This is an optimization exercise on Yosys and OpenROAD, whose aim is small area, a short achievable clock period and few clock cycles per item, not a production implementation. RTL that was checked went through simulation tests only; none was proved equivalent to the original. Only the layout flow was run in run 3; the RTL was not checked for function there. Power is estimated from default activity; no workload was simulated.

==> flow/design.v (outline; a module is shown in full before it is edited, if it fits) <==
// module sdc_div: 75 lines
// module sdc_sq3_a: 1020 lines
// module sdc_sq3_b: 130 lines
// module step_detector_cadence_core: 166 lines
module step_detector_cadence_core #(
   parameter int COUNT_WIDTH = sdc_pkg::COUNT_WIDTH_DEF
) (
   input  logic                                  clock,
   input  logic                                  reset,
   input  logic                                  csr_we,
   input  logic [sdc_pkg::CSR_IDX_W-1:0]         csr_index,
   input  logic [sdc_pkg::CSR_DATA_W-1:0]        csr_wdata,
   input  logic                                  req_valid,
   output logic                                  req_stall,
   input  logic signed [sdc_pkg::ACCEL_W-1:0]    req_accel_x,
   input  logic signed [sdc_pkg::ACCEL_W-1:0]    req_accel_y,
   input  logic signed [sdc_pkg::ACCEL_W-1:0]    req_accel_z,
   input  logic [sdc_pkg::TIME_W-1:0]            req_time_ms,
   input  logic                                  req_clear_count,
   output logic                                  rsp_valid,
   input  logic                                  rsp_stall,
   output logic                                  rsp_stepped,
   output logic [sdc_pkg::STEP_COUNT_W-1:0]      rsp_step_count,
   output logic [sdc_pkg::CAD_W-1:0]             rsp_cadence
);
  // ...
==> flow/flow/run.sh <==
#!/bin/bash
# Layout: the standard flow, with the port buffers made plain buffers (buf_4) instead of
# the delay-cell buffers buffer_ports picks by default. Each tool's output goes to its own log.
cp standard.sh standard_sh.log
export BUFFER_PORTS_ARGS="-buffer_cell sky130_fd_sc_hd__buf_4"
bash standard.sh > standard.log 2>&1
==> flow/standard.sh <==
#!/bin/bash
# synth_recipe.tcl (not shown) runs the flow's synth.tcl, then flattens the netlist and writes it again
# the make line also repeats each setting of config.mk as NAME=value (left out here)
make -C /OpenROAD-flow-scripts/flow DESIGN_CONFIG=/design/flow/config.mk WORK_HOME=/design/flow/orfs CLKGATE_MAP_FILE= SYNTH_SCRIPT=/design/flow/synth_recipe.tcl "${@:-finish}"
==> flow/config.mk <==
export PLATFORM = sky130hd
export DESIGN_NAME = step_detector_cadence_core
export DESIGN_NICKNAME = step_detector_cadence_core
export VERILOG_FILES = /design/flow/design.v
export SDC_FILE = /design/flow/constraint.sdc
export NUM_CORES = 4
export LEC_CHECK = 0
export ABC_CLOCK_PERIOD_IN_PS = 5000
export CAP_MARGIN = 20
export CORE_MARGIN = 2
export CORE_UTILIZATION = 40
export CTS_CLUSTER_DIAMETER = 100
export CTS_CLUSTER_SIZE = 30
export SETUP_SLACK_MARGIN = 4.0
export SLEW_MARGIN = 20
==> flow/constraint.sdc <==
create_clock -name core_clock -period 9.0 [get_ports {clock}]
set_input_delay 1.8000 -clock core_clock [delete_from_list [all_inputs] [get_ports {clock}]]
set_output_delay 1.8000 -clock core_clock [all_outputs]
set_load 0.01 [all_outputs]
==> impl_metrics.toml, run 1 <==
[die]
rows = 113
die_w_um = 314
die_area_um2 = 98700
io-pin-count = 149
taps = 1265

[routing]
maxUsedRoutingLayer = "met5"
antenna_left = 0
drt-total-wl_um = 108000

[worst_hold_path]
min_to = "idle_ff[14]"
hold_path_depth = 2
min_from = "idle_ff[14]"

[power]
clk-power_uw = 1610
power_leader = "combinational cells"

[sta]
timing.hold.ws_ps = 459
skew_ps = 53.5
report.final.slew_viol_count = 0

[clocking]
clockRootBuffer = "clkbuf_16"
clock_latency_ps = 660

[global_route]
grt_use_met2 = 0.329

[synth]
syn_avg_cell_area_um2 = 9.67
synth-edff-count = 250
ys_ff_latch = 480
synth_area_leaders = "fa_1, edfxtp_1, dfxtp_1"

[placement]
dp_cells = 5287
detailedPlace.worstSlack_ps = 3120

[cells_and_area]
num-multi-input-gates = 2943
final_cell_mix = "nand2_1, inv_1, fa_1"

[status]
status = "complete, no violations"

[setup_path]
r2r_slack_ps = 4070
Testbench counts, summed over its fixed seeds: cycles 14,880, items 12,000.
==> run 2: changes to the inputs <==
--- a/flow/config.mk
+++ b/flow/config.mk
@@ -7,9 +7,10 @@
 export LEC_CHECK = 0
 export ABC_CLOCK_PERIOD_IN_PS = 5000
 export CAP_MARGIN = 20
+export CELL_PAD_IN_SITES_DETAIL_PLACEMENT = 0
+export CELL_PAD_IN_SITES_GLOBAL_PLACEMENT = 0
 export CORE_MARGIN = 2
 export CORE_UTILIZATION = 40
-export CTS_CLUSTER_DIAMETER = 100
-export CTS_CLUSTER_SIZE = 30
+export PLACE_DENSITY = 0.8
 export SETUP_SLACK_MARGIN = 4.0
 export SLEW_MARGIN = 20
==> run 2 against run 1 <==
  * Worst setup slack worse by 96 ps
  * Non-clock buffer count down 7
  * Die area is the same
  * Final cell count is 0.89% higher
  * Clock skew fell by 17 ps
  * Via count rose by 4.3%
  * Wire length decreased by 0.73%
  * Critical endpoint is now u_div.rem_ff[6]
  * Largest power group unchanged
==> impl_metrics.toml, run 2 <==
[flow_run]
maxCapViolCount = 0

[setup_path]
crit_slowest_cell = "edfxtp_1"
worstSetupStartpointType = "register"
crit_arrival_ps = 5440
worstSetupEndpointType = "register"
worstSetupPathType = "reg -> reg"
slowest_delay_ps = 390
worstPathRequired_ps = 9400
cp_max_fo = 8

[global_route]
grt_pass1_vias = 29800
antenna_found_initial = 8
grt_max_degree = 69
grt_overflow = 0
grt_use_total = 0.213
grt_pass1_wl_um = 165000

[routing]
initialDrtViolationCount = 2856
wl_per_cell_um = 19.7
via_per_inst = 5.51
drc = 0
drt-total-wl_um = 107000
via_count = 30000
drtPass1Iterations = 8
antenna_left = 0

[cells_and_area]
final_common_cell = "nand2_1"
largest-register = "cb_ff"
nets = 4879
instances_no_fill = 5440
final_cell_mix = "nand2_1, inv_1, fa_1"
drive_gt1_frac = 0.126
syn2layout_area_growth_pct = 14.3
largest_reg_flops = 121

[sta]
period_needed_ps = 5040
rsz0062_at_grt = "true"
period_share = 0.560
skew_ps = 36.3
max_slew_margin = 0.242
setup_viol = 0
report.final.slew_viol_count = 0
hold_violations = 0
max_freq_mhz = 198
worstMarginPinSlew_ps = 1130
finalSetupTns_ps = 0

[synth]
synth_seq_area_share = 0.315
synthesis.area_um2 = 38500
synth_fa_ha_area_frac = 0.287
yosys_warnings = 2
synth_xor_xnor_area_share = 0.0407
yosysTopAreaCell = "fa_1"
synth_cell_types = 82
synth_common_cells = "nand2_1, inv_1, fa_1"
async_flop_share = 0
yosysTopAreaCellShare = 0.201
synth_compound_area_frac = 0.118
synth_fp_nets = 4737
synthFlopType = "edfxtp_1"
synth_top_family_by_area = "adder cells"
syn_avg_cell_area_um2 = 9.67
synthMuxAreaShare = 0.0228
synth-edff-count = 250
yosysMostFrequentCell = "nand2_1"
synthCells = 3981
synth_area_leaders = "fa_1, edfxtp_1, dfxtp_1"
ys_ff_latch = 480
yosys.area_share.simple = 0.162

[clocking]
clock_latency_ps = 660
cts_buffer_depth = 3
cts_tree = "done"
numCtsBuffers = 55
postCtsHoldBufs = 0
cts.clk_slew.worst_paths_ps = 60
cts.sink_count = 480
htree_levels = 2
clockRootBuffer = "clkbuf_16"

[placement]
dp_hpwl_um = 80300
dp_cells = 5280
portBuffers = 148
gp_congestion = 0.934

[die]
io-pin-count = 149
die_w_um = 314
rows = 113
die_y_um = 314
start_util = 0.404
core_region_area_um2 = 95200
die_area_um2 = 98700

[power]
peakVddDrop_mv = 0.430
power_density_nw_per_um2 = 421
leakage_uw = 0.0187

[worst_hold_path]
min_path_type = "reg -> reg"

[status]
status = "complete, no violations"
==> run 2: cell count changes in the layout (fill, tap and decap cells not counted), sizes merged, moves of 3 or more <==
cell and change:
clkinvlp +5, inv -14, bufinv +6, clkinv +10, buf -5, diode +3
clkbuf +43
==> run 2: final timing paths <==
check | startpoint | endpoint | slack [ps] | cells after the start
max reg2reg | d2_ff[14] | u_div.rem_ff[6] | 3960 | 26
min | clr1_ff | clr2_ff | 420 | 0
min reg2reg | clr1_ff | clr2_ff | 420 | 0
max | d2_ff[14] | u_div.rem_ff[6] | 3960 | 26
==> run 2: cell families (layout without fill, tap and decap cells) <==
family,count (synthesis),after routing
flops,480,480
xor+xnor,179,179
simple gates,1324,1325
other cells,0,6
buf+inv,558,745
fa+ha+maj,651,651
compound gates,702,702
mux,87,87
==> run 2: layout make-up <==
class                           instances  area, µm²
Antenna cell                            6       15.0
Clock inverter                         30        384
Inverter                              410       1550
Fill cell                            8616      51200
Clock buffer                           73       1550
Sequential cell                       480      12100
Multi-Input combinational cell       2944      25000
Tap cell                             1265       1580
Timing Repair Buffer                  232       1810
==> run 2: critical path: cells and delay by family, from the launching register on <==
family                   cells  cell delay (ps)
AO/OA/AOI/OAI               12             1720
adder cells (fa/ha/maj)      3              620
buffers and inverters        3              450
flip-flops                   1              390
multiplexers                 1              260
AND/OR/NAND/NOR              7             1310
==> run 2: where the power goes <==
part	switching, µW	total, µW	leakage, µW	internal (µW)
clock	988	2400	0.000937	1410
sequential	245	3070	0.00458	2830
combinational	7470	13100	0.0131	5600
total	8700	18500	0.0187	9840
==> run 2: metal layers <==
metal  global-route usage  part of all wire  vias up
met5                    0          0.000065        -
met4               0.0895             0.041        2
met3               0.0382             0.087      280
met2                0.339              0.46     1309
met1                0.286              0.42    14700
li1                     -                 -    13700
==> run 2: repair_timing <==
action | 4_1_cts | 5_1_grt
hold endpoints to repair | 0 | 0
pin swaps | 12 | 39
endpoints found under the setup margin | 110 | 69
resized for setup | 53 | 101
cloned | 1 | 1
setup buffers | 22 | 27
==> run 2: per-stage QoR <==
stage	hold WS (ps)	setup slack (ps)	cell area (µm²)	power [µW]	util
6_report	425	3960	44000	18500	0.462
5_1_grt	446	3740	44000	20100	0.462
4_1_cts	429	3980	43400	17900	0.456
3_5_place_dp	415	2960	41000	15300	0.431
3_3_place_gp	412	3080	41000	14800	0.431
2_1_floorplan	400	3850	38700	12400	-
==> module step_detector_cadence_core, before the edit <==
module step_detector_cadence_core #(
   parameter int COUNT_WIDTH = sdc_pkg::COUNT_WIDTH_DEF
) (
   input  logic                                  clock,
   input  logic                                  reset,
   input  logic                                  csr_we,
   input  logic [sdc_pkg::CSR_IDX_W-1:0]         csr_index,
   input  logic [sdc_pkg::CSR_DATA_W-1:0]        csr_wdata,
   input  logic                                  req_valid,
   output logic                                  req_stall,
   input  logic signed [sdc_pkg::ACCEL_W-1:0]    req_accel_x,
   input  logic signed [sdc_pkg::ACCEL_W-1:0]    req_accel_y,
   input  logic signed [sdc_pkg::ACCEL_W-1:0]    req_accel_z,
   input  logic [sdc_pkg::TIME_W-1:0]            req_time_ms,
   input  logic                                  req_clear_count,
   output logic                                  rsp_valid,
   input  logic                                  rsp_stall,
   output logic                                  rsp_stepped,
   output logic [sdc_pkg::STEP_COUNT_W-1:0]      rsp_step_count,
   output logic [sdc_pkg::CAD_W-1:0]             rsp_cadence
);
   localparam logic [COUNT_WIDTH-1:0] COUNT_MAX = '1;
   logic [14:0] thr_ff, mrg_ff;
   logic [15:0] minv_ff, maxv_ff, idle_ff;
   logic [29:0] nthr2_ff, nlvl2_ff;    
   logic        rearm_ff;              
   logic [1:0]  sq_ff;                 
   logic        v1_ff;
   localparam int CB = 121;            
   logic [CB-1:0] cb_ff;
   logic [31:0] t1_ff;
   logic        clr1_ff;
   logic        v2_ff, gt_ff, lt_ff, clr2_ff, inr_ff, idl_ff, sat_ff;
   logic [31:0] t2_ff;
   logic [15:0] d2_ff;
   logic                   rsp_valid_ff, stepped_ff, latched_ff, have_ff;
   logic [COUNT_WIDTH-1:0] cnt_ff;
   logic [31:0]            last_ff;
   logic [16:0]            cad_ff;
   logic [31:0] sa, sb, gs, gc, ls, lc, gr, lr, nt, nl;
   sdc_sq3_b u_sqb (.cb(cb_ff), .sa(sa), .sb(sb));
   assign nt = {2'b11, nthr2_ff};
   assign nl = {2'b11, nlvl2_ff} | {32{sq_ff[1] ^ sq_ff[0]}};
   assign gs = sa ^ sb ^ nt;
   assign gc = (sa & sb) | (sa & nt) | (sb & nt);
   assign ls = sa ^ sb ^ nl;
   assign lc = (sa & sb) | (sa & nl) | (sb & nl);
   assign gr = gs + {gc[30:0], 1'b0};
   assign lr = ls + {lc[30:0], 1'b1};
   logic        hit2;
   logic [31:0] last_c, d1;
   assign hit2   = gt_ff && !latched_ff;
   assign last_c = (v2_ff && hit2) ? t2_ff : last_ff;
   assign d1     = t1_ff - last_c;
   logic upd, commit, adv2, adv1, accept, div_done;
   logic [16:0] cad_div;
   assign upd    = hit2 && have_ff && inr_ff;
   assign commit = v2_ff && !(rsp_valid_ff && rsp_stall) && !(upd && !div_done);
   assign adv2   = !v2_ff || commit;
   assign adv1   = !v1_ff || adv2;
   assign req_stall = !adv1 || (sq_ff != 2'd0);
   assign accept = req_valid && !req_stall;
   sdc_div u_div (
      .clock   (clock),
      .load    (adv2),
      .d_ld    (d1[15:0]),
      .step    (v2_ff),
      .d       (d2_ff),
      .sat     (sat_ff),
      .cad     (cad_ff),
      .done    (div_done),
      .cad_new (cad_div)
   );
   logic [15:0] xs, ys, zs;
   logic [CB-1:0] ca;
   assign xs = (sq_ff == 2'd3) ? {1'b0, thr_ff} : (sq_ff == 2'd2) ? t1_ff[15:0] : req_accel_x;
   assign ys = sq_ff[1] ? 16'd0 : req_accel_y;
   assign zs = sq_ff[1] ? 16'd0 : req_accel_z;
   sdc_sq3_a u_sqa (.x(xs), .y(ys), .z(zs), .ca(ca));
   logic [15:0] lvl_d;
   assign lvl_d = {1'b0, thr_ff} - {1'b0, mrg_ff};
   always_ff @(posedge clock) begin
      if (reset) begin
         thr_ff  <= 15'd3072;
         mrg_ff  <= 15'd256;
         minv_ff <= 16'd200;
         maxv_ff <= 16'd3000;
         idle_ff <= 16'd2500;
         nthr2_ff <= ~30'd9437184;
         nlvl2_ff <= ~30'd7929856;
         rearm_ff <= 1'b1;
         sq_ff   <= 2'd0;
      end else begin
         if (sq_ff == 2'd2) nthr2_ff <= ~lr[29:0];
         if (sq_ff == 2'd1) begin
            nlvl2_ff <= ~lr[29:0];
            rearm_ff <= mrg_ff < thr_ff;
         end
         if (sq_ff != 2'd0) sq_ff <= sq_ff - 2'd1;
         if (csr_we) begin
            case (csr_index)
               3'd0: begin thr_ff <= csr_wdata[14:0]; sq_ff <= 2'd3; end
               3'd1: begin mrg_ff <= csr_wdata[14:0]; sq_ff <= 2'd3; end
               3'd2: minv_ff <= csr_wdata;
               3'd3: maxv_ff <= csr_wdata;
               3'd4: idle_ff <= csr_wdata;
               default: ;
            endcase
         end
      end
      if (reset) v1_ff <= 1'b0;
      else if (adv1) v1_ff <= accept;
      if (adv1 || sq_ff[1])
         cb_ff <= ca;
      if (sq_ff == 2'd3)
         t1_ff[15:0] <= lvl_d[15] ? 16'd0 : lvl_d;    
      else if (adv1)
         t1_ff[15:0] <= req_time_ms[15:0];
      if (adv1) begin
         t1_ff[31:16] <= req_time_ms[31:16];
         clr1_ff <= req_clear_count;
      end
      if (reset) v2_ff <= 1'b0;
      else if (adv2) v2_ff <= v1_ff;
      if (adv2) begin
         gt_ff   <= !(gr[31] && gr[30]);
         lt_ff   <= lr[31] && lr[30] && rearm_ff;
         clr2_ff <= clr1_ff;
         t2_ff   <= t1_ff;
         d2_ff   <= d1[15:0];
         inr_ff  <= (d1 > {16'd0, minv_ff}) && (d1 < {16'd0, maxv_ff});
         idl_ff  <= d1 > {16'd0, idle_ff};
         sat_ff  <= d1[15:0] < 16'd118;
      end
      if (reset) begin
         rsp_valid_ff <= 1'b0;
         latched_ff   <= 1'b0;
         have_ff      <= 1'b0;
         cnt_ff       <= '0;
         last_ff      <= '0;
         cad_ff       <= '0;
      end else if (commit) begin
         rsp_valid_ff <= 1'b1;
         stepped_ff   <= hit2;
         latched_ff   <= (latched_ff || hit2) && !lt_ff;
         if (hit2) begin
            last_ff <= t2_ff;
            have_ff <= 1'b1;
         end
         if (clr2_ff)
            cnt_ff <= COUNT_WIDTH'(hit2);
         else if (hit2 && cnt_ff != COUNT_MAX)
            cnt_ff <= cnt_ff + 1'b1;
         if (upd)
            cad_ff <= cad_div;
         else if (!hit2 && idl_ff)
            cad_ff <= '0;
      end else if (!rsp_stall) begin
         rsp_valid_ff <= 1'b0;
      end
   end
   assign rsp_valid      = rsp_valid_ff;
   assign rsp_stepped    = stepped_ff;
   assign rsp_step_count = sdc_pkg::STEP_COUNT_W'(cnt_ff);
   assign rsp_cadence    = cad_ff;
endmodule
==> run 3: changes to the inputs <==
--- a/flow/design.v
+++ b/flow/design.v
@@ -1347,16 +1347,8 @@
          minv_ff <= 16'd200;
          maxv_ff <= 16'd3000;
          idle_ff <= 16'd2500;
-         nthr2_ff <= ~30'd9437184;
-         nlvl2_ff <= ~30'd7929856;
-         rearm_ff <= 1'b1;
-         sq_ff   <= 2'd0;
+         sq_ff   <= 2'd3;
       end else begin
-         if (sq_ff == 2'd2) nthr2_ff <= ~lr[29:0];
-         if (sq_ff == 2'd1) begin
-            nlvl2_ff <= ~lr[29:0];
-            rearm_ff <= mrg_ff < thr_ff;
-         end
          if (sq_ff != 2'd0) sq_ff <= sq_ff - 2'd1;
          if (csr_we) begin
             case (csr_index)
@@ -1369,6 +1361,11 @@
             endcase
          end
       end
+      if (sq_ff == 2'd2) nthr2_ff <= ~lr[29:0];
+      if (sq_ff == 2'd1) begin
+         nlvl2_ff <= ~lr[29:0];
+         rearm_ff <= mrg_ff < thr_ff;
+      end
       if (reset) v1_ff <= 1'b0;
       else if (adv1) v1_ff <= accept;
       if (adv1 || sq_ff[1])
--- a/flow/config.mk
+++ b/flow/config.mk
@@ -7,10 +7,7 @@
 export LEC_CHECK = 0
 export ABC_CLOCK_PERIOD_IN_PS = 5000
 export CAP_MARGIN = 20
-export CELL_PAD_IN_SITES_DETAIL_PLACEMENT = 0
-export CELL_PAD_IN_SITES_GLOBAL_PLACEMENT = 0
 export CORE_MARGIN = 2
 export CORE_UTILIZATION = 40
-export PLACE_DENSITY = 0.8
 export SETUP_SLACK_MARGIN = 4.0
 export SLEW_MARGIN = 20
==> run 3 against run 2 <==
  * Still clean on timing, DRC and antenna
  * Combinational power fell by about 30%
  * Final cell count fell by 2.1%
  * First-iteration DRC count fell by 27%
  * Sequential cell count stayed put
  * Count of clock-buffer cells in the layout down 3
  * Critical path depth decreased by 2
  * Critical path type unchanged
==> impl_metrics.toml, run 3 <==
[power]
peakVddDrop_mv = 0.445
power_density_nw_per_um2 = 344
finalPower_uw = 15100
leakage_uw = 0.0188

[flow_run]
maxCapViolCount = 0

[synth]
synth_fp_nets = 4592
yosys.area_share.simple = 0.158
syn_avg_cell_area_um2 = 9.98
synth-edff-count = 311
yosysTopAreaCellShare = 0.244
yosysMostFrequentCell = "nand2_1"
synth_seq_area_share = 0.332
synth_common_cells = "nand2_1, inv_1, fa_1"
synthesis.area_um2 = 38300
synthCells = 3836
synthFlopType = "edfxtp_1"
synth_top_family_by_area = "adder cells"
synth_xor_xnor_area_share = 0.0432
synth_fa_ha_area_frac = 0.289
yosysTopAreaCell = "edfxtp_1"
synth_cell_types = 85
synth_area_leaders = "edfxtp_1, fa_1, dfxtp_1"
synth_compound_area_frac = 0.105
async_flop_share = 0
yosys_warnings = 2
ys_ff_latch = 480
synthMuxAreaShare = 0.0190

[setup_path]
crit_slowest_cell = "or4_4"
worstSetupStartpointType = "register"
worstSetupEndpointType = "register"
path_delay_family = "compound AO/OA/AOI/OAI gates"
worstPathRequired_ps = 9380
path_cells = "inv_2, ha_4, o21ai_2, a221oi_2, and3_4, ha_4, nor2b_2, o31a_1, o31ai_4, o21ai_2, a21oi_4, nand2_4, mux2i_4, ha_1, nor2b_4, o31a_1, o211ai_1, a21oi_1, or4_4, a41oi_4, o22ai_4, or2b_4, o22ai_2, a31oi_1"
slowest_delay_ps = 520
critPathBufInv = 1
crit_arrival_ps = 5540
cp_max_fo = 7
worstSetupPathType = "reg -> reg"

[sta]
period_needed_ps = 5150
report.final.slew_viol_count = 0
skew_ps = 44.9
max_slew_margin = 0.276
hold_violations = 0
worstMarginPinSlew_ps = 1080
max_freq_mhz = 194
finalSetupTns_ps = 0
rsz0062_at_grt = "true"
setup_viol = 0
period_share = 0.573

[clocking]
clockRootBuffer = "clkbuf_16"
clock_latency_ps = 650
htree_levels = 2
numCtsBuffers = 55
cts.clk_slew.worst_paths_ps = 60
cts_tree = "done"
cts_buffer_depth = 3
cts.sink_count = 480
postCtsHoldBufs = 0

[cells_and_area]
n_fill_cell = 8886
final_common_cell = "nand2_1"
largest_reg_flops = 121
final_cell_mix = "nand2_1, inv_1, fa_1"
nets = 4768
syn2layout_area_growth_pct = 14.6
drive_gt1_frac = 0.138
fin_area_um2 = 43900
postLayoutCoreUtil = 0.462
largest-register = "cb_ff"

[die]
core_region_area_um2 = 94900
io-pin-count = 149
rows = 113
die_w_um = 313
start_util = 0.403
die_area_um2 = 98200
die_y_um = 313

[routing]
wl_per_cell_um = 19.9
drc = 0
initialDrtViolationCount = 2072
via_per_inst = 5.24
via_count = 27900
drt-total-wl_um = 106000
drtPass1Iterations = 7
antenna_left = 0

[global_route]
grt_pass1_wl_um = 164000
grt_use_total = 0.214
grt_pass1_vias = 27700
grt_max_degree = 97
antenna_found_initial = 7
grt_overflow = 0

[placement]
dp_hpwl_um = 79400
dpl_cell_area_um2 = 40900
portBuffers = 148
gp_congestion = 0.898

[worst_hold_path]
min_path_type = "reg -> reg"

[status]
status = "complete, no violations"
## run 3: cell types whose count changed in the layout (fill, tap and decap cells not counted), moves of 13 or more
cell,delta
o211ai_1,-19
dfxtp_1,-61
nor3_1,-24
nand3b_1,+14
mux2i_1,-17
nor2_1,-25
a21o_1,-18
a211oi_1,-13
a21oi_1,+25
buf_4,+16
edfxtp_1,+61
nand2_1,-41
## run 3: cells by family (layout without fill, tap and decap cells)
logic type,count (synthesis),count (layout)
AND/OR/NAND/NOR,1260,1261
adder cells (fa/ha/maj),651,651
AO/OA/AOI/OAI,643,643
buffers and inverters,542,762
flip-flops,480,480
XOR/XNOR,188,188
multiplexers,72,72
other,0,2
## run 3: worst reg2reg max path, stage by stage (launching register included)
cell and delay, ps:
edfxtp_1 380, inv_2 90, ha_4 120, o21ai_2 50, a221oi_2 160, and3_4 240
ha_4 140, nor2b_2 40, o31a_1 300, o31ai_4 270, o21ai_2 130, a21oi_4 190
nand2_4 120, mux2i_4 250, ha_1 300, nor2b_4 130, o31a_1 260, o211ai_1 250
a21oi_1 100, or4_4 520, a41oi_4 190, o22ai_4 110, or2b_4 310, o22ai_2 160
a31oi_1 60
## run 3: power by group
group / switching, µW / leakage (µW) / total (µW) / internal, µW
registers: 218 / 0.00475 / 3650 / 3430
clock network: 993 / 0.000855 / 2230 / 1240
logic: 5240 / 0.0132 / 9200 / 3970
total: 6450 / 0.0188 / 15100 / 8630
## run 3: final timing paths
path / cells after the start / to / start / slack [ps]
min: 0 / clr2_ff / clr1_ff / 420
max: 24 / u_div.rem_ff[6] / d2_ff[15] / 3850
max reg2reg: 24 / u_div.rem_ff[6] / d2_ff[15] / 3850
min reg2reg: 0 / clr2_ff / clr1_ff / 420
## run 3: metal layers
| layer | global-route usage | vias up | share of wire |
|---|---|---|---|
| li1 | - | 13200 | - |
| met1 | 0.322 | 13800 | 0.48 |
| met5 | 0 | - | 0.00025 |
| met4 | 0.0500 | 4 | 0.022 |
| met2 | 0.325 | 741 | 0.43 |
| met3 | 0.0309 | 134 | 0.059 |
## run 3: final cells by class
class                      count  area, µm²  area share
multi-input combinational   2815      24200       0.552
sequential                   480      12700       0.291
timing repair buffer         250       1990      0.0453
tap                         1265       1580      0.0361
inverter                     410       1550      0.0353
clock buffer                  70       1490      0.0341
clock inverter                32        279     0.00636
antenna                        2       5.00    0.000114
## run 3: timing repair
action / 4_1_cts / 5_1_grt
setup buffers: 30 / 38
resized for setup: 66 / 75
setup endpoints to repair: 131 / 58
pin swaps: 28 / 50
cloned: 1 / 1
## run 3: stage by stage
step	hold slack (ps)	setup WS, ps	std cells
global placement	401	3050	5150
finish	422	3850	5324
global route	424	3650	5322
CTS	424	3750	5283
detailed placement	410	2980	5150
floorplan	400	3750	3836
==> module sdc_div, before the edit <==
module sdc_div (
   input  logic        clock,
   input  logic        load,       
   input  logic [15:0] d_ld,
   input  logic        step,       
   input  logic [15:0] d,          
   input  logic        sat,        
   input  logic [16:0] cad,        
   output logic        done,
   output logic [16:0] cad_new
);
   logic [8:0]  ph_ff;             
   logic [15:0] rem_ff;
   logic [24:0] acc_ff;            
   logic [1:0]  q_ff;              
   logic        qa;
   assign qa = d_ld <= 16'd234;
   logic [16:0] lo;
   assign lo = 17'h06000 + {2'b0, d[15:1]};
   logic [1:0] nb, dch;
   always_comb begin
      nb  = '0;
      dch = '0;
      for (int c = 0; c < 8; c++) begin
         nb  = nb  | ({2{ph_ff[c]}} & lo[15-2*c -: 2]);
         if (c > 0)
            dch = dch | ({2{ph_ff[c]}} & cad[15-2*c -: 2]);
      end
   end
   function automatic logic [16:0] dstep(input logic [15:0] r, input logic b,
                                         input logic [15:0] dv);
      logic [16:0] s;
      logic [17:0] df;
      s  = {r, b};
      df = {1'b0, s} - {2'b0, dv};
      dstep = df[17] ? {1'b0, s[15:0]} : {1'b1, df[15:0]};
   endfunction
   logic [16:0] o1, o2;
   logic [1:0]  q;
   assign o1 = dstep(rem_ff, nb[1], d);
   assign o2 = dstep(o1[15:0], nb[0], d);
   assign q  = sat ? 2'b11 : {o1[16], o2[16]};
   function automatic logic [9:0] m77(input logic [2:0] v);
      case (v)
         3'd0: m77 = 10'd0;   3'd1: m77 = 10'd77;  3'd2: m77 = 10'd154; 3'd3: m77 = 10'd231;
         3'd4: m77 = 10'd308; 3'd5: m77 = 10'd385; 3'd6: m77 = 10'd462; default: m77 = 10'd539;
      endcase
   endfunction
   function automatic logic [9:0] m179(input logic [1:0] v);
      case (v)
         2'd0: m179 = 10'd0;   2'd1: m179 = 10'd179; 2'd2: m179 = 10'd358; default: m179 = 10'd537;
      endcase
   endfunction
   logic [24:0] dterm;
   assign dterm = 25'(m179(dch))
                + (ph_ff[0] ? 25'(cad[16:14]) * 25'd179 : 25'd0)
                + (ph_ff[4] ? 25'd2 : 25'd0);
   logic [24:0] acc_q;
   assign acc_q = acc_ff + 25'(m77({1'b0, q_ff}));
   always_ff @(posedge clock) begin
      if (load) begin
         ph_ff  <= 9'b000000001;
         rem_ff <= qa ? 16'(8'(8'd234 - d_ld[7:0])) : 16'd234;
         acc_ff <= qa ? 25'd77 : 25'd0;
         q_ff   <= '0;
      end else if (step && !done) begin
         ph_ff  <= ph_ff << 1;
         rem_ff <= o2[15:0];
         acc_ff <= (acc_q << 2) + dterm;
         q_ff   <= q;
      end
   end
   assign done    = ph_ff[8];
   assign cad_new = acc_q[24:8];
endmodule
==> run 4: changes to the inputs <==
--- a/flow/design.v
+++ b/flow/design.v
@@ -62,19 +62,28 @@
             dch = dch | ({2{ph_ff[c]}} & cad[15-2*c -: 2]);
       end
    end
-   function automatic logic [16:0] dstep(input logic [15:0] r, input logic b,
-                                         input logic [15:0] dv);
-      logic [16:0] s;
-      logic [17:0] df;
-      s  = {r, b};
-      df = {1'b0, s} - {2'b0, dv};
-      dstep = df[17] ? {1'b0, s[15:0]} : {1'b1, df[15:0]};
+   function automatic logic [17:0] r4step(input logic [15:0] r, input logic [1:0] b,
+                                          input logic [15:0] dv);
+      logic [18:0] r4, d1, d2, t1, t2, t3, cs, cc;
+      logic        g1, g2, g3;
+      r4 = {1'b0, r, b};
+      d1 = {3'b0, dv};
+      d2 = {2'b0, dv, 1'b0};
+      t1 = r4 - d1;
+      t2 = r4 - d2;
+      cs = r4 ^ ~d1 ^ ~d2;
+      cc = (r4 & ~d1) | (r4 & ~d2) | (~d1 & ~d2);
+      t3 = cs + {cc[17:0], 1'b0} + 19'd2;
+      g1 = !t1[18];
+      g2 = !t2[18];
+      g3 = !t3[18];
+      r4step[17:16] = {g2, g3 | (g1 & !g2)};
+      r4step[15:0]  = g3 ? t3[15:0] : g2 ? t2[15:0] : g1 ? t1[15:0] : r4[15:0];
    endfunction
-   logic [16:0] o1, o2;
+   logic [17:0] s1;
    logic [1:0]  q;
-   assign o1 = dstep(rem_ff, nb[1], d);
-   assign o2 = dstep(o1[15:0], nb[0], d);
-   assign q  = sat ? 2'b11 : {o1[16], o2[16]};
+   assign s1 = r4step(rem_ff, nb, d);
+   assign q  = sat ? 2'b11 : s1[17:16];
    function automatic logic [9:0] m77(input logic [2:0] v);
       case (v)
          3'd0: m77 = 10'd0;   3'd1: m77 = 10'd77;  3'd2: m77 = 10'd154; 3'd3: m77 = 10'd231;
@@ -100,7 +109,7 @@
          q_ff   <= '0;
       end else if (step && !done) begin
          ph_ff  <= ph_ff << 1;
-         rem_ff <= o2[15:0];
+         rem_ff <= s1[15:0];
          acc_ff <= (acc_q << 2) + dterm;
          q_ff   <= q;
       end
@@ -1319,7 +1328,10 @@
    assign commit = v2_ff && !(rsp_valid_ff && rsp_stall) && !(upd && !div_done);
    assign adv2   = !v2_ff || commit;
    assign adv1   = !v1_ff || adv2;
-   assign req_stall = !adv1 || (sq_ff != 2'd0);
+   logic stall_a, stall_b;
+   assign stall_a   = (v1_ff && v2_ff && upd && !div_done) || (sq_ff != 2'd0);
+   assign stall_b   = v1_ff && v2_ff && rsp_valid_ff;
+   assign req_stall = stall_a || (stall_b && rsp_stall);
    assign accept = req_valid && !req_stall;
    sdc_div u_div (
       .clock   (clock),
==> run 4 against run 3 <==
  * Still clean
  * Cell area grew 2.2%
  * Utilization down 0.61 points
  * Synthesized area up 3.5%
  * Sequential power barely moved
  * Wire length up 3.7%
  * Hold slack better by 4.9 ps
  * Critical path depth down 17
  * Count of clock-buffer cells in the layout rose by 2
  * Highest routed layer unchanged
==> impl_metrics.toml, run 4 <==
[placement]
gp_congestion = 0.902
detailedPlace.worstSlack_ps = 3170
portBuffers = 148
dp_hpwl_um = 83700
dpl_cell_area_um2 = 42200

[sta]
max_freq_mhz = 201
worstMarginPinSlew_ps = 1020
hold_violations = 0
finalSetupTns_ps = 0
skew_ps = 42.4
rsz0062_at_grt = "true"
setup_viol = 0
max_slew_margin = 0.314
setup_slack_ps = 4030
period_share = 0.552
report.final.slew_viol_count = 0
period_needed_ps = 4970

[synth]
synth_xor_xnor_area_share = 0.0420
synth_cell_types = 88
ys_ff_latch = 480
synth_fa_ha_area_frac = 0.298
yosys.area_share.simple = 0.156
async_flop_share = 0
synth_seq_area_share = 0.321
synthMuxAreaShare = 0.0205
synthFlopType = "edfxtp_1"
syn_avg_cell_area_um2 = 9.93
synth_top_family_by_area = "adder cells"
yosysMostFrequentCell = "nand2_1"
yosys_warnings = 2
synthesis.area_um2 = 39600
synthCells = 3987
yosysTopAreaCell = "edfxtp_1"
synth-edff-count = 311
synth_common_cells = "nand2_1, inv_1, fa_1"
yosysTopAreaCellShare = 0.236
synth_compound_area_frac = 0.110
synth_area_leaders = "edfxtp_1, fa_1, ha_1"
synth_fp_nets = 4793

[die]
io-pin-count = 149
die_w_um = 319
start_util = 0.403
rows = 115
die_area_um2 = 102000
core_region_area_um2 = 98300
die_y_um = 319

[clocking]
postCtsHoldBufs = 0
cts_buffer_depth = 3
cts.clk_slew.worst_paths_ps = 60
htree_levels = 2
cts.sink_count = 480
clockRootBuffer = "clkbuf_16"
cts_tree = "done"
numCtsBuffers = 55
clock_latency_ps = 650

[power]
power_density_nw_per_um2 = 358
combPwrFrac = 0.625
p_seq_frac = 0.228
finalPower_uw = 16100
switching_power_uw = 7040
leakage_uw = 0.0193
p_clk_frac = 0.147
switching_share = 0.438
internal_power_uw = 9030
peakVddDrop_mv = 0.338

[cells_and_area]
largest-register = "cb_ff"
nets = 4931
final-seq-area_um2 = 12700
final_common_cell = "nand2_1"
multiInputGateArea_um2 = 25300
syn2layout_area_growth_pct = 13.2
largest_reg_flops = 121
drive_gt1_frac = 0.112
fin_area_um2 = 44800
final_cell_mix = "nand2_1, inv_1, fa_1"
n_fill_cell = 9261

[worst_hold_path]
min_path_type = "reg -> reg"
min_from = "clr1_ff"
hold_path_depth = 0
min_to = "clr2_ff"

[routing]
via_per_inst = 5.32
drc = 0
antenna_left = 0
via_count = 29000
initialDrtViolationCount = 2020
wl_per_cell_um = 20.1
drtPass1Iterations = 6
drt-total-wl_um = 110000

[setup_path]
cp_max_fo = 20
worstSetupStartpointType = "primary input"
critPathBufInv = 3
worst-path-stages = 7
reg2reg_to = "idl_ff"
r2r-start = "gt_ff"
path_delay_family = "simple AND/OR/NAND/NOR gates"
worstPathRequired_ps = 7200
crit_slowest_cell = "and2_2"
r2r_slack_ps = 4100
reg2reg_depth = 18
path_cells = "buf_4, a22o_1, and2_2, nand2_1, buf_8, nand2_1, buf_4"
slowest_delay_ps = 350
worstSetupEndpointType = "primary output"
crit_arrival_ps = 3170
worstSetupPathType = "in -> out"

[global_route]
grt_max_degree = 90
grt_use_total = 0.215
grt_pass1_vias = 29100
antenna_found_initial = 8
grt_overflow = 0
grt_pass1_wl_um = 170000

[status]
status = "complete, no violations"

[flow_run]
maxCapViolCount = 0
## run 4: how the worst max path moves through the flow
stage | from | to | slack (ps)
2_1_floorplan | req_accel_x[13] | cb_ff[54] | 3770
3_3_place_gp | sq_ff[1] | lt_ff | 3220
3_5_place_dp | sq_ff[1] | lt_ff | 3170
4_1_cts | sq_ff[1] | lt_ff | 3920
5_1_grt | gt_ff | idl_ff | 3910
6_report | rsp_stall | req_stall | 4030
## run 4: area by class of cell
class | instances | area share
inverter | 413 | 0.0349
tap | 1287 | 0.0359
timing repair buffer | 218 | 0.0391
clock buffer | 72 | 0.0344
sequential | 480 | 0.284
antenna | 2 | 0.000112
clock inverter | 31 | 0.00765
multi-input combinational | 2957 | 0.564
## run 4: cell families (layout without fill, tap and decap cells)
family,count (synthesis),count (layout)
simple gates,1296,1296
compound gates,690,690
buf+inv,550,734
fa+ha+maj,701,701
mux,80,80
flops,480,480
other cells,0,2
xor+xnor,190,190
## run 4: per-stage QoR
step | instances | utilization | hold slack (ps)
floorplan | 3987 | - | 400
global placement | 5320 | 0.429 | 403
detailed placement | 5321 | 0.429 | 412
CTS | 5431 | 0.451 | 429
global route | 5458 | 0.456 | 453
finish | 5460 | 0.456 | 427
## run 4: metal layers
layer / global-route usage / share of wire / vias to the layer above
li1: - / - / 13700
met1: 0.316 / 0.47 / 14400
met2: 0.325 / 0.43 / 819
met3: 0.0366 / 0.066 / 142
met4: 0.0607 / 0.027 / 4
met5: 0 / 0.00025 / -
## run 4: power groups by stage
stage               Clock [µW]  Sequential [µW]  Combinational [µW]
detailed placement           0             3710                9720
floorplan                    0             3610                7260
global placement             0             3710                9500
CTS                       2400             3670                9840
global route              2480             3710               11400
finish                    2360             3670               10000
## run 4: timing repair
item / in CTS / in global routing
cloned: 0 / 2
gates resized for setup: 42 / 56
setup endpoints to repair: 111 / 71
pin swaps: 2 / 16
buffers inserted: 7 / 25
endpoints found under the hold margin: 0 / 0
Testbench counts of run 4, summed over its fixed seeds: cycles 14,880, items 12,000.
==> run 5: changes to the inputs <==
--- a/flow/config.mk
+++ b/flow/config.mk
@@ -9,5 +9,5 @@
 export CAP_MARGIN = 20
 export CORE_MARGIN = 2
 export CORE_UTILIZATION = 40
-export SETUP_SLACK_MARGIN = 4.0
+export SETUP_SLACK_MARGIN = 4.2
 export SLEW_MARGIN = 20
==> run 5 against run 4 <==
  * Clock skew grew 11 ps
  * Critical path type is now in -> reg
  * Clock power shrank 4%
  * Critical path depth grew 4
  * Largest power group unchanged
  * Utilization grew 0.85 points
  * Via count grew 1.4%
  * Final cell count grew 1.1%
  * Global-route usage grew 0.11 points
  * Cell area grew 1.9%
  * Maximum frequency grew 3.6%
  * Power grew 0.88%
==> impl_metrics.toml, run 5 <==
[status]
status = "complete, no violations"

[cells_and_area]
instances_no_fill = 5519
syn2layout_area_growth_pct = 15.3
final_common_cell = "nand2_1"
n_fill_cell = 9207
largest-register = "cb_ff"
nets = 4992
largest_reg_flops = 121
final_cell_mix = "nand2_1, inv_1, fa_1"
final-seq-area_um2 = 12700
postLayoutCoreUtil = 0.465
multiInputGateArea_um2 = 25700
drive_gt1_frac = 0.138

[synth]
synth_fp_nets = 4793
ys_ff_latch = 480
synthCells = 3987
synth-edff-count = 311
synthFlopType = "edfxtp_1"
synthesis.area_um2 = 39600
synth_area_leaders = "edfxtp_1, fa_1, ha_1"
synth_common_cells = "nand2_1, inv_1, fa_1"
yosysTopAreaCellShare = 0.236
syn_avg_cell_area_um2 = 9.93
yosysMostFrequentCell = "nand2_1"
synth_seq_area_share = 0.321
yosysTopAreaCell = "edfxtp_1"
async_flop_share = 0
yosys_warnings = 2
synth_cell_types = 88

[clocking]
htree_levels = 2
cts.sink_count = 480
numCtsBuffers = 55
clockRootBuffer = "clkbuf_16"
cts.clk_slew.worst_paths_ps = 60
clock_latency_ps = 670
cts_buffer_depth = 3
cts_tree = "done"

[flow_run]
maxCapViolCount = 0

[setup_path]
worstSetupEndpointType = "register"
cp_max_fo = 4
worstSetupPathType = "in -> reg"
worstSetupStartpointType = "primary input"
crit_arrival_ps = 5160
worstPathRequired_ps = 9370

[power]
leakage_uw = 0.0196
peakVddDrop_mv = 0.425
switching_power_uw = 7140
finalPower_uw = 16200
internal_power_uw = 9070
combPwrFrac = 0.634
power_density_nw_per_um2 = 355
switching_share = 0.440
p_clk_frac = 0.140
p_seq_frac = 0.226

[sta]
skew_ps = 53.0
finalSetupTns_ps = 0
hold_violations = 0
period_share = 0.533
max_freq_mhz = 209
worstMarginPinSlew_ps = 1120
timing.hold.ws_ps = 429
max_slew_margin = 0.246
rsz0062_at_grt = "true"
setup_viol = 0
period_needed_ps = 4790
report.final.slew_viol_count = 0

[die]
rows = 115
die_y_um = 319
io-pin-count = 149
core_region_area_um2 = 98300
die_w_um = 319
start_util = 0.403
die_area_um2 = 102000

[global_route]
grt_use_total = 0.216
antenna_found_initial = 6
grt_overflow = 0
grt_pass1_wl_um = 171000
grt_max_degree = 78
grt_pass1_vias = 29300

[routing]
antenna_left = 0
drtPass1Iterations = 7
drc = 0
wl_per_cell_um = 20.3
initialDrtViolationCount = 2337
via_per_inst = 5.34
via_count = 29500
drt-total-wl_um = 112000

[placement]
dp_cells = 5322
portBuffers = 148
dp_hpwl_um = 83700
gp_congestion = 0.909

[worst_hold_path]
min_path_type = "reg -> reg"
[run 5: cell counts after synthesis]
Identical to the previous run, type by type.
[run 5: metrics by stage]
stage / setup slack (ps) / cell area (µm²)
after global routing: 4130 / 45700
after detailed placement: 3240 / 42200
after CTS: 4190 / 44600
final: 4210 / 45700
after global placement: 3290 / 42200
after floorplan: 3830 / 39800
[run 5: worst paths after layout]
| check | from | endpoint | slack (ps) | cells past startpoint |
|---|---|---|---|---|
| hold reg to reg | clr1_ff | clr2_ff | 430 | 0 |
| setup reg to reg | sq_ff[0] | cb_ff[66] | 4330 | 16 |
| hold / removal | clr1_ff | clr2_ff | 430 | 0 |
| setup / recovery | req_accel_x[7] | cb_ff[70] | 4210 | 11 |
[run 5: power by group through the flow]
stage	Combinational, µW	Clock, µW	Sequential, µW
4_1_cts	9960	2320	3670
2_1_floorplan	7290	0	3610
3_5_place_dp	9720	0	3710
5_1_grt	11600	2390	3720
6_report	10300	2270	3670
3_3_place_gp	9560	0	3700
[run 5: metal layers]
metal / up-vias / part of all wire / track usage
li1: 13800 / - / -
met5: - / 0.00021 / 0
met4: 4 / 0.028 / 0.0628
met3: 161 / 0.069 / 0.0404
met2: 868 / 0.44 / 0.327
met1: 14600 / 0.47 / 0.315
[run 5: critical path: stages]
cell     delay [ps]
buf_4           110
mux2i_1         290
o21a_2          280
nor2_1           80
fa_1            510
inv_1            50
fa_1            480
fa_1            520
fa_1            560
inv_1            50
fa_1            420
[run 5: what timing repair did]
item	in CTS	in global routing
hold buffers	0	0
setup endpoints to repair	136	67
pin swaps	14	60
hold endpoints to repair	0	0
gates cloned	2	3
setup buffers	20	69
resized for setup	81	111
[run 5: cells by family after synthesis]
family                   Yosys count  synth area share
multiplexers                      80            0.0205
adder cells (fa/ha/maj)          701             0.298
flip-flops                       480             0.321
AO/OA/AOI/OAI                    690             0.110
buffers and inverters            550            0.0527
XOR/XNOR                         190            0.0420
AND/OR/NAND/NOR                 1296             0.156
[run 5: cell type report]
class | instances | area share
well taps | 1287 | 0.0353
inverters | 413 | 0.0344
diodes | 1 | 0.0000548
multi-input cells | 2959 | 0.562
clock buffers | 75 | 0.0342
repair buffers | 277 | 0.0499
flip-flops and latches | 480 | 0.279
clock inverters | 27 | 0.00520
==> run 6: changes to the inputs <==
--- a/flow/config.mk
+++ b/flow/config.mk
@@ -9,5 +9,7 @@
 export CAP_MARGIN = 20
 export CORE_MARGIN = 2
 export CORE_UTILIZATION = 40
+export CTS_CLUSTER_DIAMETER = 80
+export CTS_CLUSTER_SIZE = 24
 export SETUP_SLACK_MARGIN = 4.2
 export SLEW_MARGIN = 20
==> run 6 against run 5 <==
  * Still clean
  * First-iteration DRC count grew 0.43%
  * Die area unchanged
  * Cell area decreased by 1.1%
  * Hold slack better by 14 ps
  * Sequential cell count unchanged
  * Maximum frequency is 0.36% higher
  * Wire length fell by 0.87%
  * Critical path type unchanged
  * Critical endpoint is now cb_ff[54]
==> impl_metrics.toml, run 6 <==
[die]
die_w_um = 319
core_region_area_um2 = 98300
die_area_um2 = 102000
start_util = 0.403
io-pin-count = 149
die_y_um = 319
rows = 115

[setup_path]
cp_max_fo = 5
r2r-start = "sq_ff[0]"
r2r_slack_ps = 4290
crit_slowest_cell = "fa_1"
worstSetupEndpointType = "register"
worstSetupPathType = "in -> reg"
worstPathRequired_ps = 9330
worstSetupStartpointType = "primary input"
crit_top_cell = "fa_1"
crit_arrival_ps = 5110
slowest_delay_ps = 560
path_cells = "buf_4, mux2i_4, o21ai_4, clkinvlp_4, buf_8, nor2_2, fa_1, fa_1, inv_1, fa_1, inv_1, fa_1, fa_1"
reg2reg_to = "cb_ff[54]"
reg2reg_depth = 15
crit_path_start = "req_accel_x[9]"

[synth]
async_flop_share = 0
synth_common_cells = "nand2_1, inv_1, fa_1"
synth_top_family_by_area = "adder cells"
synth_seq_area_share = 0.321
yosysTopAreaCellShare = 0.236
yosys_warnings = 2
synth_area_leaders = "edfxtp_1, fa_1, ha_1"
synthMuxAreaShare = 0.0205
synth_xor_xnor_area_share = 0.0420
synth_fp_nets = 4793
yosysTopAreaCell = "edfxtp_1"
synthFlopType = "edfxtp_1"
yosys.area_share.simple = 0.156
synth_compound_area_frac = 0.110
synthCells = 3987
yosysMostFrequentCell = "nand2_1"
synth-edff-count = 311
synthesis.area_um2 = 39600
synth_cell_types = 88
synth_fa_ha_area_frac = 0.298
ys_ff_latch = 480
syn_avg_cell_area_um2 = 9.93

[placement]
dp_hpwl_um = 83700
dpl_cell_area_um2 = 42200
gp_congestion = 0.909
portBuffers = 148
detailedPlace.worstSlack_ps = 3240

[flow_run]
maxCapViolCount = 0

[worst_hold_path]
min_from = "clr1_ff"
min_path_type = "reg -> reg"
hold_path_depth = 0
min_to = "clr2_ff"

[status]
status = "complete, no violations"

[power]
peakVddDrop_mv = 0.408
leakage_uw = 0.0193
power_density_nw_per_um2 = 347

[cells_and_area]
largest_reg_flops = 121
syn2layout_area_growth_pct = 14.0
final_common_cell = "nand2_1"
fin_area_um2 = 45200
largest-register = "cb_ff"
drive_gt1_frac = 0.135
final_cell_mix = "nand2_1, inv_1, fa_1"
nets = 4969

[sta]
skew_ps = 42.1
max_slew_margin = 0.256
rsz0062_at_grt = "true"
timing.hold.ws_ps = 443
max_freq_mhz = 209
setup_viol = 0
period_needed_ps = 4780
period_share = 0.531
hold_violations = 0
finalSetupTns_ps = 0
setup_slack_ps = 4220
report.final.slew_viol_count = 0
worstMarginPinSlew_ps = 1110

[clocking]
cts.sink_count = 480
clock_latency_ps = 610
cts_tree = "done"
cts_buffer_depth = 3
numCtsBuffers = 34
cts.clk_slew.worst_paths_ps = 100
htree_levels = 2
clockRootBuffer = "clkbuf_16"

[routing]
drtPass1Iterations = 5
drc = 0
via_per_inst = 5.37
initialDrtViolationCount = 2347
wl_per_cell_um = 20.2
antenna_left = 0
drt-total-wl_um = 111000
via_count = 29400

[global_route]
antenna_found_initial = 6
grt_use_total = 0.215
grt_pass1_wl_um = 170000
grt_overflow = 0
grt_pass1_vias = 29000
grt_max_degree = 78
==> run 6: cell counts after synthesis <==
Identical to the previous run, type by type.
==> run 6: what timing repair did <==
item | CTS | global route
gates resized for setup | 88 | 123
endpoints found under the setup margin | 138 | 70
buffers inserted | 32 | 54
cloned | 2 | 4
pin swaps | 16 | 66
hold buffers | 0 | 0
==> run 6: worst max-delay path, delay by kind of cell <==
kind                       cells  cell delay (ps)
adders and majority gates      5             2390
and+or+nand+nor                1               90
buffers and inverters          5              540
AOI/OAI and AO/OA              1              220
muxes                          1               60
==> run 6: cell type report <==
cell class / count / area, µm²
antenna: 1 / 2.50
clock buffer: 41 / 931
clock inverter: 21 / 250
fill: 9222 / 53100
inverter: 413 / 1570
multi-input combinational: 2959 / 25800
sequential: 480 / 12700
tap: 1287 / 1610
timing repair buffer: 275 / 2290
==> run 6: worst max path at each step <==
stage                     end  slack [ps]  cells past startpoint
floorplan           cb_ff[54]        3830                     12
global placement    cb_ff[58]        3290                     10
detailed placement  cb_ff[58]        3240                     10
CTS                    inr_ff        4190                     20
global route        cb_ff[74]        4140                     10
finish              cb_ff[54]        4220                     13
==> run 6: metal layers <==
metal | wire (µm) | share of wire | global-route usage
met2 | 49000 | 0.44 | 0.329
met1 | 52500 | 0.47 | 0.320
met4 | 2640 | 0.024 | 0.0522
met5 | 24 | 0.00022 | 0
met3 | 6670 | 0.060 | 0.0293
==> run 6: cell families after synthesis <==
kind of cell,count (synthesis)
flops,480
buf+inv,550
fa+ha+maj,701
mux,80
xor+xnor,190
simple gates,1296
compound gates,690
==> run 6: stage by stage <==
step,util,cells,total power [µW]
final,0.460,5477,15700
after global routing,0.460,5477,17100
after CTS,0.449,5418,15400
after detailed placement,0.430,5322,13400
after global placement,0.430,5322,13300
after floorplan,-,3987,10900
==> run 6: where the power goes <==
| part | leakage [µW] | internal, µW | switching [µW] | total, µW |
|---|---|---|---|---|
| combinational | 0.0140 | 4390 | 5910 | 10300 |
| clock | 0.000577 | 815 | 905 | 1720 |
| sequential | 0.00474 | 3430 | 236 | 3660 |
==> run 7: changes to the inputs <==
--- a/flow/config.mk
+++ b/flow/config.mk
@@ -9,7 +9,7 @@
 export CAP_MARGIN = 20
 export CORE_MARGIN = 2
 export CORE_UTILIZATION = 40
-export CTS_CLUSTER_DIAMETER = 80
-export CTS_CLUSTER_SIZE = 24
+export CTS_CLUSTER_DIAMETER = 60
+export CTS_CLUSTER_SIZE = 36
 export SETUP_SLACK_MARGIN = 4.2
 export SLEW_MARGIN = 20
==> run 7 against run 6 <==
  * Still clean on timing, DRC and antenna
  * Utilization grew 0.39 points
  * Via count down 0.59%
  * Cell area up 0.85%
  * Non-clock buffer count is 9 lower
  * Synthesized area did not move
  * Sequential cell count unchanged
  * Final cell count is 0.37% higher
  * Hold slack got worse by 26 ps
  * Clock power grew 33%
  * Combinational power about the same
  * Power increased by 3.6%
  * Wire length fell by 0.23%
  * Critical endpoint is now cb_ff[46]
==> impl_metrics.toml, run 7 <==
[synth]
synth_seq_area_share = 0.321
ys_ff_latch = 480
synthCells = 3987
synth_common_cells = "nand2_1, inv_1, fa_1"
yosysTopAreaCell = "edfxtp_1"
synth_xor_xnor_area_share = 0.0420
async_flop_share = 0
yosysMostFrequentCell = "nand2_1"
synth_top_family_by_area = "adder cells"
yosys.area_share.simple = 0.156
synth-edff-count = 311
yosys_warnings = 2
synthesis.area_um2 = 39600
synthFlopType = "edfxtp_1"
syn_avg_cell_area_um2 = 9.93
synth_cell_types = 88
synth_fp_nets = 4793
synth_fa_ha_area_frac = 0.298
synthMuxAreaShare = 0.0205
yosysTopAreaCellShare = 0.236
synth_compound_area_frac = 0.110
synth_area_leaders = "edfxtp_1, fa_1, ha_1"

[die]
io-pin-count = 149
start_util = 0.403
die_w_um = 319
core_region_area_um2 = 98300
die_area_um2 = 102000
rows = 115
die_y_um = 319

[status]
status = "complete, no violations"

[placement]
dp_hpwl_um = 83700
dpl_cell_area_um2 = 42200
gp_congestion = 0.909
dp_cells = 5322
portBuffers = 148

[global_route]
grt_pass1_vias = 29100
antenna_found_initial = 6
grt_overflow = 0
grt_use_total = 0.216
grt_max_degree = 78
grt_pass1_wl_um = 170000

[setup_path]
worstSetupStartpointType = "primary input"
worstPathRequired_ps = 9360
worstSetupPathType = "in -> reg"
r2r-start = "latched_ff"
reg2reg_depth = 18
cp_max_fo = 8
crit_arrival_ps = 5170
reg2reg_to = "idl_ff"
r2r_slack_ps = 4370
worstSetupEndpointType = "register"

[sta]
worstMarginPinSlew_ps = 1100
setup_viol = 0
period_needed_ps = 4800
rsz0062_at_grt = "true"
hold_violations = 0
finalSetupTns_ps = 0
skew_ps = 36.2
max_slew_margin = 0.267
period_share = 0.533
report.final.slew_viol_count = 0
max_freq_mhz = 208

[routing]
initialDrtViolationCount = 2274
drt-total-wl_um = 111000
antenna_left = 0
via_count = 29200
wl_per_cell_um = 20.1
via_per_inst = 5.32
drc = 0
drtPass1Iterations = 5

[worst_hold_path]
min_from = "clr1_ff"
min_path_type = "reg -> reg"
hold_path_depth = 0
min_to = "clr2_ff"

[cells_and_area]
instances_no_fill = 5497
fin_area_um2 = 45500
nets = 4974
largest-register = "cb_ff"
syn2layout_area_growth_pct = 15.0
final_cell_mix = "nand2_1, inv_1, fa_1"
drive_gt1_frac = 0.135
largest_reg_flops = 121
final_common_cell = "nand2_1"

[power]
power_density_nw_per_um2 = 357
peakVddDrop_mv = 0.404
finalPower_uw = 16200
leakage_uw = 0.0195

[clocking]
clock_latency_ps = 650
numCtsBuffers = 49
cts.sink_count = 480
cts_buffer_depth = 3
cts.clk_slew.worst_paths_ps = 70
postCtsHoldBufs = 0
htree_levels = 2
cts_tree = "done"
clockRootBuffer = "clkbuf_16"

[flow_run]
maxCapViolCount = 0
run 7: cell count changes in the layout (fill, tap and decap cells not counted), sizes merged:
cell and delta:
clkbuf +11, bufinv +2, clkinv +5, buf -9
diode +1, o21a -1, inv +11
run 7: metal layers:
| layer | wire length, µm | global-route usage | up-vias |
|---|---|---|---|
| met3 | 7270 | 0.0398 | 165 |
| li1 | - | - | 13800 |
| met4 | 3370 | 0.0651 | 2 |
| met5 | 14 | 0 | - |
| met2 | 48100 | 0.325 | 786 |
| met1 | 51900 | 0.315 | 14500 |
run 7: worst max-delay path, stage by stage:
cell     delay, ps
buf_4          120
mux2i_2        220
o21a_2         290
buf_4          150
nor2_1          50
fa_1           500
fa_1           500
inv_1           50
fa_1           470
inv_1           50
fa_2           530
fa_2           420
run 7: cells by family after synthesis:
group,after synthesis
buffers and inverters,550
XOR/XNOR,190
AO/OA/AOI/OAI,690
multiplexers,80
adder cells (fa/ha/maj),701
flip-flops,480
AND/OR/NAND/NOR,1296
run 7: repair_timing:
| item | in CTS | in global routing |
|---|---|---|
| gates resized for setup | 79 | 97 |
| gates cloned | 2 | 2 |
| pin swaps | 14 | 45 |
| setup endpoints to repair | 136 | 68 |
| hold endpoints to repair | 0 | 0 |
| setup buffers | 20 | 58 |
run 7: worst max-delay path by stage:
stage / startpoint / end / slack, ps / cells after the start
floorplan: req_accel_x[13] / cb_ff[54] / 3830 / 12
global placement: req_accel_x[14] / cb_ff[58] / 3290 / 10
detailed placement: req_accel_x[14] / cb_ff[58] / 3240 / 10
CTS: gt_ff / inr_ff / 4200 / 20
global route: req_accel_x[4] / cb_ff[74] / 4140 / 12
finish: req_accel_x[11] / cb_ff[46] / 4200 / 12
run 7: layout make-up:
type,count,area (µm²)
clock inverters,39,538
fillers,9207,52700
diodes,2,5.00
flip-flops and latches,480,12700
clock buffers,52,1270
repair buffers,266,2170
multi-input cells,2958,25700
inverters,413,1570
well taps,1287,1610
run 7: power breakdown:
| part | switching [µW] | internal [µW] | total, µW |
|---|---|---|---|
| sequential | 234 | 3430 | 3660 |
| combinational | 5910 | 4380 | 10300 |
| clock | 1090 | 1200 | 2290 |
| total | 7240 | 9000 | 16200 |
run 7: stage by stage:
| step | hold WS [ps] | setup WS [ps] | utilization |
|---|---|---|---|
| 5_1_grt | 425 | 4140 | 0.463 |
| 3_3_place_gp | 402 | 3290 | 0.430 |
| 3_5_place_dp | 414 | 3240 | 0.430 |
| 6_report | 417 | 4200 | 0.463 |
| 4_1_cts | 422 | 4200 | 0.454 |
| 2_1_floorplan | 400 | 3830 | - |
==> run 8: changes to the inputs <==
--- a/flow/config.mk
+++ b/flow/config.mk
@@ -9,7 +9,7 @@
 export CAP_MARGIN = 20
 export CORE_MARGIN = 2
 export CORE_UTILIZATION = 40
-export CTS_CLUSTER_DIAMETER = 60
-export CTS_CLUSTER_SIZE = 36
-export SETUP_SLACK_MARGIN = 4.2
+export CTS_CLUSTER_DIAMETER = 100
+export CTS_CLUSTER_SIZE = 30
+export SETUP_SLACK_MARGIN = 4.4
 export SLEW_MARGIN = 20
==> run 8 against run 7 <==
  * Worst setup slack improved by 100 ps
  * Wire length increased by 0.39%
  * Count of clock-buffer cells in the layout decreased by 20
  * Final cell count decreased by 0.13%
  * Cell area increased by 0.24%
  * Die area unchanged
  * Critical endpoint is now cb_ff[58]
  * Largest power group unchanged
  * Highest routed layer unchanged
==> impl_metrics.toml, run 8 <==
[routing]
via_per_inst = 5.35
via_count = 29400
drc = 0
antenna_left = 0
drtPass1Iterations = 5
drt-total-wl_um = 111000
wl_per_cell_um = 20.2
initialDrtViolationCount = 2022

[clocking]
htree_levels = 1
postCtsHoldBufs = 0
clock_latency_ps = 670
cts.sink_count = 480
cts_buffer_depth = 3
numCtsBuffers = 25
cts_tree = "done"
cts.clk_slew.worst_paths_ps = 120
clockRootBuffer = "clkbuf_16"

[placement]
gp_congestion = 0.889
detailedPlace.worstSlack_ps = 3120
dp_hpwl_um = 83400
portBuffers = 148
dpl_cell_area_um2 = 42200

[synth]
synthCells = 3987
synthFlopType = "edfxtp_1"
synth_common_cells = "nand2_1, inv_1, fa_1"
synthesis.area_um2 = 39600
ys_ff_latch = 480
synth_area_leaders = "edfxtp_1, fa_1, ha_1"
yosysMostFrequentCell = "nand2_1"
syn_avg_cell_area_um2 = 9.93
synth_cell_types = 88
synth_seq_area_share = 0.321
synth_fp_nets = 4793
yosys_warnings = 2
async_flop_share = 0
synth-edff-count = 311
yosysTopAreaCell = "edfxtp_1"
yosysTopAreaCellShare = 0.236

[sta]
rsz0062_at_grt = "true"
max_slew_margin = 0.298
skew_ps = 84.8
setup_slack_ps = 4300
setup_viol = 0
period_share = 0.522
worstMarginPinSlew_ps = 1040
hold_violations = 0
period_needed_ps = 4700
finalSetupTns_ps = 0
report.final.slew_viol_count = 0
max_freq_mhz = 213

[flow_run]
maxCapViolCount = 0

[setup_path]
reg2reg_depth = 13
worstSetupStartpointType = "primary input"
worstPathRequired_ps = 9370
crit_arrival_ps = 5070
reg2reg_to = "cb_ff[74]"
cp_max_fo = 8
r2r_slack_ps = 4380
r2r-start = "sq_ff[0]"
worstSetupEndpointType = "register"
worstSetupPathType = "in -> reg"

[die]
rows = 115
io-pin-count = 149
die_y_um = 319
start_util = 0.403
die_area_um2 = 102000
core_region_area_um2 = 98300
die_w_um = 319

[power]
leakage_uw = 0.0194
switching_share = 0.454
power_density_nw_per_um2 = 347
peakVddDrop_mv = 0.485
combPwrFrac = 0.676
switching_power_uw = 7190
p_clk_frac = 0.093
internal_power_uw = 8640
p_seq_frac = 0.231

[cells_and_area]
largest_reg_flops = 121
final_cell_mix = "nand2_1, inv_1, fa_1"
multiInputGateArea_um2 = 26300
nets = 4990
syn2layout_area_growth_pct = 15.3
n_fill_cell = 9167
final_common_cell = "nand2_1"
fin_area_um2 = 45700
final-seq-area_um2 = 12700
n_antenna_cell = 0
drive_gt1_frac = 0.159
largest-register = "cb_ff"

[global_route]
grt_use_total = 0.215
grt_pass1_vias = 29300
grt_max_degree = 90
grt_overflow = 0
antenna_found_initial = 2
grt_pass1_wl_um = 172000

[worst_hold_path]
hold_path_depth = 0
min_path_type = "reg -> reg"
min_from = "clr1_ff"
min_to = "clr2_ff"

[status]
status = "complete, no violations"
## run 8: kinds of logic after synthesis
family                     Yosys count  synth area share
DFF                                480             0.321
buffers and inverters              550            0.0527
adders and majority gates          701             0.298
AOI/OAI and AO/OA                  690             0.110
and+or+nand+nor                   1296             0.156
xor gates and xnor gates           190            0.0420
muxes                               80            0.0205
## run 8: metal layers
| layer | vias to the layer above | wire length, µm | global-route usage |
|---|---|---|---|
| li1 | 13800 | - | - |
| met1 | 14600 | 52300 | 0.321 |
| met2 | 798 | 49700 | 0.337 |
| met3 | 126 | 6810 | 0.0250 |
| met4 | 4 | 2240 | 0.0394 |
| met5 | - | 24 | 0 |
## run 8: metrics by stage
stage          hold WS (ps)   util  std cells  total power (µW)
3_5_place_dp            418  0.430       5318             13500
5_1_grt                 455  0.465       5490             17400
3_3_place_gp            401  0.430       5317             13300
2_1_floorplan           400      -       3987             10900
4_1_cts                 451  0.454       5447             15300
6_report                446  0.465       5490             15800
## run 8: worst max-delay path by stage
| stage | slack, ps | end | start |
|---|---|---|---|
| finish | 4300 | cb_ff[58] | req_accel_x[9] |
| global route | 4180 | lt_ff | cb_ff[8] |
| CTS | 4340 | cb_ff[54] | req_accel_x[9] |
| detailed placement | 3120 | lt_ff | sq_ff[1] |
| global placement | 3090 | lt_ff | sq_ff[1] |
| floorplan | 3830 | cb_ff[54] | req_accel_x[13] |
## run 8: power groups by stage
| stage | sequential (µW) | clock (µW) | combinational [µW] |
|---|---|---|---|
| after floorplan | 3610 | 0 | 7330 |
| after global placement | 3700 | 0 | 9620 |
| after detailed placement | 3710 | 0 | 9800 |
| after CTS | 3660 | 1520 | 10100 |
| after global routing | 3710 | 1580 | 12100 |
| final | 3660 | 1470 | 10700 |
## run 8: cell type report
cell class | count | share of cell area
Multi-Input combinational cell | 2959 | 0.575
Sequential cell | 480 | 0.279
Timing Repair Buffer | 305 | 0.0554
Tap cell | 1287 | 0.0353
Inverter | 413 | 0.0344
Clock buffer | 32 | 0.0150
Clock inverter | 14 | 0.00534
## run 8: timing repair
action | CTS | global route
buffers inserted | 80 | 41
pin swaps | 56 | 98
gates cloned | 3 | 2
endpoints found under the setup margin | 165 | 82
gates resized for setup | 165 | 162
## run 8: critical path, cell delays in order
cell        delay, ps
buf_8              80
mux2i_4            60
o21ai_4           230
clkinvlp_4        150
buf_8             160
nor2_2            100
fa_1              430
inv_2              80
fa_2              420
fa_2              530
inv_1              70
fa_1              510
fa_2              440

## re-timing with driven ports
How much do the figures lean on ideal ports? The routed layouts below were timed once more, with nothing changed but the port constraints.
Step 1 (the two cells are an assumption about what drives the block):
set clk [get_ports {clock}]
set_driving_cell -lib_cell sky130_fd_sc_hd__clkbuf_16 $clk
set_driving_cell -lib_cell sky130_fd_sc_hd__buf_2 [delete_from_list [all_inputs] $clk]
Step 2 moves the port delays by t, midway between the first and last clock arrival at a register: inputs arrive t later, outputs are due t later. That takes back most of the time a late clock gives input paths.
Slacks: ideal ports / drivers / drivers and shift; pairs: ideal ports / drivers.
run | shift t [ns] | setup slack, ns | worst register clock-pin slew, ns
run 1 | 0.689 | 4.055 / 4.070 / 3.402 | 0.12 / 0.12
run 2 | 0.699 | 3.958 / 3.958 / 3.374 | 0.07 / 0.07
run 3 | 0.694 | 3.847 / 3.847 / 3.373 | 0.07 / 0.07
run 4 | 0.697 | 4.035 / 3.997 / 3.425 | 0.07 / 0.07
run 5 | 0.713 | 4.207 / 4.189 / 3.539 | 0.07 / 0.07
run 6 | 0.658 | 4.224 / 4.194 / 3.599 | 0.10 / 0.10
run 7 | 0.701 | 4.199 / 4.181 / 3.541 | 0.08 / 0.08
run 8 | 0.698 | 4.301 / 4.321 / 3.623 | 0.12 / 0.12
After both steps every run listed still meets setup and hold. For run 8, which loses most, drivers alone change the setup slack by +0.020 ns; drivers and shift together by -0.678 ns.
